This design comes from an exercise in tuning for a short achievable clock period and few clock cycles per item on the open sky130 flow, not from production work. Function was checked by simulation only, so behaviour that the tests miss may differ from the original. Power and IR drop assume default switching activity.

==> design/flow/design.v <==
package cpu_pkg;
    typedef logic [15:0] word_t;
    typedef logic [15:0] instr_t;
    typedef logic [7:0]  addr_t;
    typedef logic [3:0]  reg_idx_t;
    localparam logic [3:0] OP_ADD   = 4'h1;
    localparam logic [3:0] OP_CMP   = 4'h2;
    localparam logic [3:0] OP_LOAD  = 4'h3;
    localparam logic [3:0] OP_STORE = 4'h4;
    localparam logic [3:0] OP_BZ    = 4'h5;
    localparam logic [3:0] OP_HALT  = 4'h7;
    localparam logic [3:0] OP_ADDI  = 4'h8;
    localparam logic [3:0] OP_SUB   = 4'hd;
endpackage
`timescale 1ns/1ps
module cpu_top #(
    parameter cpu_pkg::addr_t RESET_PC = 8'h00
) (
    input  logic              clk,
    input  logic              reset,
    input  logic              start,
    input  cpu_pkg::instr_t   instruction,
    input  cpu_pkg::word_t    d_rdata,
    output cpu_pkg::addr_t    i_addr,
    output cpu_pkg::addr_t    d_addr,
    output cpu_pkg::word_t    d_wdata,
    output logic              d_we,
    output cpu_pkg::word_t    result,
    output logic              running
);
    logic          run_q;
    logic [7:0]    pc_q;         
    logic [15:0]   rf [1:15];
    logic          z_q;
    logic          x_we, x_setz, x_sub;
    logic [3:0]    x_rd;
    logic [15:0]   x_a, x_b;
    logic          x_ldw;        
    logic          x_st;         
    logic [3:0]    x_imm4;
    logic [15:0]   x_md;         
    logic          x_mdl;        
    logic [7:0]    addr_q;
    logic          m_ldw;
    logic [3:0]    m_rd;
    logic          we_q;
    logic [15:0]   wdata_q;
    logic [15:0] w0;
    logic [3:0]  op0, rd0, rs0, rt0;
    assign w0  = instruction;
    assign op0 = w0[15:12];
    assign rd0 = w0[11:8];
    assign rs0 = w0[7:4];
    assign rt0 = w0[3:0];
    logic addi0, rr0, alu0, ld0, st0, mem0, bz0, halt0, sub0;
    assign addi0 = (op0 == cpu_pkg::OP_ADDI);
    assign sub0  = (op0 == cpu_pkg::OP_SUB) || (op0 == cpu_pkg::OP_CMP);
    assign rr0   = (op0 == cpu_pkg::OP_ADD) || sub0;
    assign alu0  = rr0 || addi0;
    assign ld0   = (op0 == cpu_pkg::OP_LOAD);
    assign st0   = (op0 == cpu_pkg::OP_STORE);
    assign mem0  = ld0 || st0;
    assign bz0   = (op0 == cpu_pkg::OP_BZ);
    assign halt0 = (op0 == cpu_pkg::OP_HALT);
    logic [15:0] v_rd0, v_rs0, v_rt0;
    assign v_rd0 = (rd0 == 4'h0) ? 16'h0000 : rf[rd0];
    assign v_rs0 = (rs0 == 4'h0) ? 16'h0000 : rf[rs0];
    assign v_rt0 = (rt0 == 4'h0) ? 16'h0000 : rf[rt0];
    function automatic logic [15:0] add16(input logic [15:0] a, input logic [15:0] bx,
                                          input logic cin);
        logic [15:0] g, p, gn, pn, p0;
        p0 = a ^ bx;
        g = a & bx;
        p = p0;
        g[0] = g[0] | (p0[0] & cin);
        for (int l = 0; l < 4; l++) begin
            gn = g;
            pn = p;
            for (int i = 0; i < 16; i++) begin
                if (i >= (1 << l)) begin
                    gn[i] = g[i] | (p[i] & g[i - (1 << l)]);
                    pn[i] = p[i] & p[i - (1 << l)];
                end
            end
            g = gn;
            p = pn;
        end
        add16 = p0 ^ {g[14:0], cin};
    endfunction
    function automatic logic zero16(input logic [15:0] a, input logic [15:0] bx,
                                    input logic cin);
        zero16 = ((a ^ bx) == {a[14:0] | bx[14:0], cin});
    endfunction
    logic [15:0] r0;
    logic        zf0, zeff;
    assign r0   = add16(x_a, x_b, x_sub);
    assign zf0  = zero16(x_a, x_b, x_sub);
    assign zeff = x_setz ? zf0 : z_q;
    function automatic logic [15:0] fwd(input logic [3:0] idx, input logic [15:0] v);
        if (x_we && (x_rd == idx)) begin
            fwd = r0;
        end else if (m_ldw && (m_rd == idx)) begin
            fwd = d_rdata;
        end else begin
            fwd = v;
        end
    endfunction
    logic act, i0, tk0, lu0;
    assign act = run_q | start;
    assign lu0 = x_ldw && ((addi0 && (rd0 == x_rd)) ||
                           ((rr0 || mem0) && (rs0 == x_rd)) ||
                           (rr0 && (rt0 == x_rd)));
    assign i0  = act & ~halt0 & ~lu0;
    assign tk0 = bz0 & zeff;
    always_ff @(posedge clk or posedge reset) begin
        if (reset) begin
            run_q <= 1'b0;
        end else if (!run_q) begin
            run_q <= start;
        end else if (halt0 && !x_ldw && !x_st) begin
            run_q <= 1'b0;
        end
    end
    always_ff @(posedge clk or posedge reset) begin
        if (reset) begin
            pc_q <= RESET_PC;
        end else if (i0) begin
            pc_q <= tk0 ? w0[7:0] : pc_q + 8'd1;
        end
    end
    always_ff @(posedge clk or posedge reset) begin
        if (reset) begin
            x_we   <= 1'b0;
            x_setz <= 1'b0;
            x_sub  <= 1'b0;
            x_rd   <= 4'h0;
            x_a    <= 16'h0000;
            x_b    <= 16'h0000;
            x_ldw  <= 1'b0;
            x_st   <= 1'b0;
            x_imm4 <= 4'h0;
            x_md   <= 16'h0000;
            x_mdl  <= 1'b0;
        end else begin
            x_we   <= i0 && alu0 && (rd0 != 4'h0);
            x_setz <= i0 && alu0;
            x_sub  <= sub0;
            x_rd   <= rd0;
            x_a    <= addi0 ? fwd(rd0, v_rd0) : fwd(rs0, v_rs0);
            x_b    <= addi0 ? {{8{w0[7]}}, w0[7:0]} : (fwd(rt0, v_rt0) ^ {16{sub0}});
            x_ldw  <= i0 && ld0 && (rd0 != 4'h0);
            x_st   <= i0 && st0;
            x_imm4 <= rt0;
            x_md   <= fwd(rd0, v_rd0);
            x_mdl  <= x_ldw && (x_rd == rd0);
        end
    end
    always_ff @(posedge clk or posedge reset) begin
        if (reset) begin
            addr_q  <= 8'h00;
            m_ldw   <= 1'b0;
            m_rd    <= 4'h0;
            we_q    <= 1'b0;
            wdata_q <= 16'h0000;
            z_q     <= 1'b0;
        end else begin
            addr_q  <= x_a[7:0] + {4'h0, x_imm4};
            m_ldw   <= x_ldw;
            m_rd    <= x_rd;
            we_q    <= x_st;
            wdata_q <= x_mdl ? d_rdata : x_md;
            if (x_setz) z_q <= zf0;
        end
    end
    always_ff @(posedge clk or posedge reset) begin
        if (reset) begin
            for (int i = 1; i < 16; i++) rf[i] <= 16'h0000;
        end else begin
            for (int i = 1; i < 16; i++) begin
                if (x_we && (x_rd == 4'(i))) begin
                    rf[i] <= r0;
                end else if (m_ldw && (m_rd == 4'(i))) begin
                    rf[i] <= d_rdata;
                end
            end
        end
    end
    assign running = run_q;
    assign i_addr  = pc_q;
    assign d_addr  = addr_q;
    assign d_wdata = wdata_q;
    assign d_we    = we_q;
    assign result  = rf[15];
endmodule
==> design/flow/run.sh <==
#!/bin/bash
# synth_recipe.tcl (not shown) runs the flow's synth.tcl, then flattens the netlist and writes it again
# the make line also repeats each setting of config.mk as NAME=value (left out here)
make -C /OpenROAD-flow-scripts/flow DESIGN_CONFIG=/design/flow/config.mk WORK_HOME=/design/flow/orfs CLKGATE_MAP_FILE= SYNTH_SCRIPT=/design/flow/synth_recipe.tcl finish
==> design/flow/config.mk <==
export PLATFORM = sky130hd
export DESIGN_NAME = cpu_top
export DESIGN_NICKNAME = cpu_top
export VERILOG_FILES = /design/flow/design.v
export SDC_FILE = /design/flow/constraint.sdc
export NUM_CORES = 4
export LEC_CHECK = 0
export ABC_CLOCK_PERIOD_IN_PS = 2000
export CAP_MARGIN = 20
export CORE_MARGIN = 2
export CORE_UTILIZATION = 30
export SETUP_SLACK_MARGIN = 3.5
export SLEW_MARGIN = 20
export TNS_END_PERCENT = 100
==> design/flow/constraint.sdc <==
create_clock -name core_clock -period 6.0 [get_ports {clk}]
set_input_delay 1.2000 -clock core_clock [delete_from_list [all_inputs] [get_ports {clk}]]
set_output_delay 1.2000 -clock core_clock [all_outputs]
set_load 0.01 [all_outputs]
==> impl_metrics.toml <==
[sta]
maxSlewViolCount = 0
layout_min_cycle_time_ns = 2.806
setup_viol = 0
fin_skew_ns = 0.03295
fin_ws_ns = 3.194
whs_ns = 0.3775
tightest_slew_ns = 1.186
fin_tns_setup_ns = 0
max_freq_mhz = 356.4
hold_violations = 0
period_share_pct = 46.77
slew_headroom_pct = 20.86
rsz0062_at_grt = "true"

[worst_setup_path]
max_stage_delay_ns = 0.50
crit_type = "in2reg"
crit_buf_inv = 3
worst_setup_path_end_kind = "flop"
worstPathArrival_ns = 3.30
crit_slowest_cell = "a222oi_1"
path_cells = "buf_16 -> clkinvlp_4 -> buf_4 -> a21oi_1 -> o211ai_1 -> a222oi_1 -> nor3_1 -> a211o_1"
crit_required_ns = 6.50
crit_fanout = 9
cp-start-kind = "input port"
cpLargestDelayFamily = "compound AO/OA/AOI/OAI gates"

[detailed_routing]
drt_wl_total_um = 141600
dr.first_iter.drc_count = 4364
viasPerCell = 6.479
vias = 27070
avgRoutedWirePerCell_um = 33.89
remaining_drc_errors = 0
first_pass_iters = 8
ant_nets = 0

[yosys]
synth_top_family_by_area = "compound AO/OA/AOI/OAI gates"
synth-main-ff-cell = "dfrtp_1"
ys_warn_count = 18
ys_types = 87
synth-simple-area-share_pct = 14.79
synthAdderAreaFrac_pct = 1.974
synth-edff-count = 0
synth_compound_area_share_pct = 24.44
yosysSeqAreaShare_pct = 34.80
synth_top_area_share_pct = 34.80
synth_top_area_cell = "dfrtp_1"
synth_area_leaders = "dfrtp_1, mux2i_1, a21oi_1"
async_reset_ff_share_pct = 100.0
synthCells = 2840
netlist_area_um2 = 24590
synth.area.mux_share_pct = 15.57
postSynthAreaPerCell_um2 = 8.658
synth-xor-area-share_pct = 2.101
ys_seq_elements = 342
syn_nets = 2912

[floorplanning]
die_h_um = 290.3
core.rowCount = 104
io_pins = 85
die_area_um2 = 84270
fp.coreArea_um2 = 80810
initial_core_util_pct = 30.43
die_w_um = 290.3

[grt]
grt_pass1_vias = 24710
grt.total_usage_pct = 31.70
grt_max_degree = 133
antenna_found_initial = 7
overflow = 0
grt_pass1_wl_um = 192500

[placed_design]
preCtsSetupSlack_ns = 1.628
dpl.hpwl_um = 89400
globalplace.congestion = 1.092
port_buffers = 84
dp.cells = 3792

[flow_run]
max_cap_viol_count = 0

[clocking]
clockBufferDepth = 3
cts-root-buf = "clkbuf_16"
cts-hold-fix-buffers = 0
clk_latency_ns = 0.64
tritoncts = "yes"
clock-sinks = 342
cts_max_level = 2
numCtsBuffers = 42
cts.clk_slew.worst_paths_ns = 0.06

[final_layout]
nets = 3151
finish.utilization_pct = 42.83
mostFrequentLayoutCells = "dfrtp_1, mux2i_1, buf_4, nand2_1, a21oi_1"
final_common_cell = "dfrtp_1"
area_growth_pct = 40.76
fill_cells = 7681
drive_gt1_share_pct = 34.31
fin_cells = 4179

[worst_hold_path]
hold_path_class = "reg2reg"

[outcome]
status = "complete, no violations"

[power_and_ir_drop]
cellLeakagePower_nw = 13.93
peakVddDrop_v = 0.0001943
p_per_area_nw_per_um2 = 418.8
[logic make-up (layout without fill, tap and decap cells)]
| logic type | count (synthesis) | in the layout |
|---|---|---|
| AOI/OAI and AO/OA | 920 | 920 |
| DFF | 342 | 342 |
| other | 0 | 6 |
| muxes | 364 | 364 |
| buffers and inverters | 358 | 629 |
| xor gates and xnor gates | 59 | 59 |
| and+or+nand+nor | 760 | 762 |
| adders and majority gates | 37 | 37 |
[repair_timing]
item,in CTS,in global routing
pin swaps,82,105
cloned,27,11
setup buffers,177,88
endpoints found under the setup margin,253,211
resized for setup,572,310
[worst register-to-register path: stages (launching register included)]
cell and delay [ns]:
dfrtp_1 0.39, inv_2 0.06, fa_2 0.36, fa_2 0.43, nand2b_4 0.18, a21oi_4 0.24, o21ai_4 0.11, o21ai_4 0.19
xor2_4 0.19, buf_12 0.15, buf_12 0.13, buf_16 0.16, nand2_2 0.05, o21ai_1 0.08
[stage by stage]
| step | total power, W | area (um^2) |
|---|---|---|
| after detailed placement | 0.009297 | 26780 |
| after CTS | 0.01337 | 32480 |
| after global routing | 0.01490 | 34600 |
| final | 0.01450 | 34610 |
| after floorplan | 0.007068 | 25700 |
| after global placement | 0.009286 | 26760 |
[layer usage]
| metal | up-vias | wire length, um | track usage [%] |
|---|---|---|---|
| met3 | 599 | 18320 | 11.20 |
| li1 | 10940 | - | - |
| met4 | 4 | 10880 | 19.08 |
| met1 | 13380 | 53530 | 39.90 |
| met2 | 2145 | 58880 | 46.48 |
| met5 | - | 30 | 0 |
[flip-flops by register name (all words and copies together), names as in the netlist, 8 cells and up]
signal and count:
x_md 16, x_a 16, x_b 16, wdata_q 16, rf 240, addr_q 8
pc_q 8
[final timing paths]
path | from | to | slack [ns] | cells after the start
hold reg to reg | x_st | we_q | 0.38 | 0
min in group asynchronous | reset | rf[9][4] | 0.99 | 2
hold / removal | x_st | we_q | 0.38 | 0
setup / recovery | instruction[5] | x_a[4] | 3.19 | 8
setup reg to reg | x_a[0] | rf[10][10] | 3.20 | 13
max in group asynchronous | reset | rf[15][11] | 3.72 | 3
[synth_stat cells, types with 9 or more instances]
cell,instances
a2111oi_0,10
a211oi_1,56
a21o_1,9
a21oi_1,241
a221oi_1,36
a22o_1,41
a22oi_1,86
a2bb2oi_1,9
a31oi_1,18
a32oi_1,14
and2_1,10
and3_1,15
buf_1,16
buf_2,102
clkbuf_1,157
dfrtp_1,342
ha_1,34
inv_1,66
mux2_2,68
mux2i_1,288
nand2_1,251
nand2b_1,27
nand3_1,57
nand3b_1,19
nand4_1,12
nor2_1,197
nor2b_1,83
nor3_1,29
nor3b_1,12
o211ai_1,11
o21ai_0,218
o221ai_1,24
o22ai_1,30
o2bb2ai_1,10
o31ai_1,10
o32ai_1,10
or3_1,11
xnor2_1,43
xor2_1,16
[report_power, final]
| part | internal (W) | switching, W | leakage [nW] | total (W) |
|---|---|---|---|---|
| Sequential | 0.00317 | 0.00139 | 3.84 | 0.00456 |
| Clock | 0.00154 | 0.00114 | 0.695 | 0.00268 |
| Combinational | 0.00327 | 0.00398 | 9.40 | 0.00726 |
| Total | 0.00798 | 0.00651 | 13.9 | 0.0145 |
[cell type report]
| type | instances | area (um^2) | area share (%) |
|---|---|---|---|
| multi-input cells | 2142 | 17270 | 49.88 |
| flip-flops and latches | 342 | 8589 | 24.82 |
| repair buffers | 483 | 5689 | 16.44 |
| well taps | 1060 | 1326 | 3.832 |
| clock buffers | 58 | 1191 | 3.441 |
| inverters | 68 | 299.0 | 0.8639 |
| clock inverters | 20 | 237.7 | 0.6868 |
| diodes | 6 | 15.01 | 0.04338 |
Testbench counts, summed over its fixed seeds: cycles 23,797, instrs 23,116.

-- static timing again, ports no longer ideal --
No port has a modelled driver above. Below, the same layout with a new extraction and two added sets of constraints.
Step 1: set_driving_cell puts a clkbuf_16 on clk and a buf_2 on each other input, an assumption about the parent block.
Step 2 times the ports against the registers' clock, not the clock port: input delays grow and output delays shrink by t, the midpoint of the rising clock arrivals with the driver on.
Three values: no drivers, after step 1, after step 2; two values: the first two.
shift t [ns]: 0.688
setup WS [ns]: 3.194 / 3.047 / 2.360
slew at the worst register clock pin (ns): 0.06 / 0.06
worst data-port slew with drivers (ns): 0.34
cell pins on the clock port's net: 1
After both steps setup and hold are still met in this run. For this run, drivers alone change the setup slack by -0.147 ns; drivers and shift together by -0.834 ns.
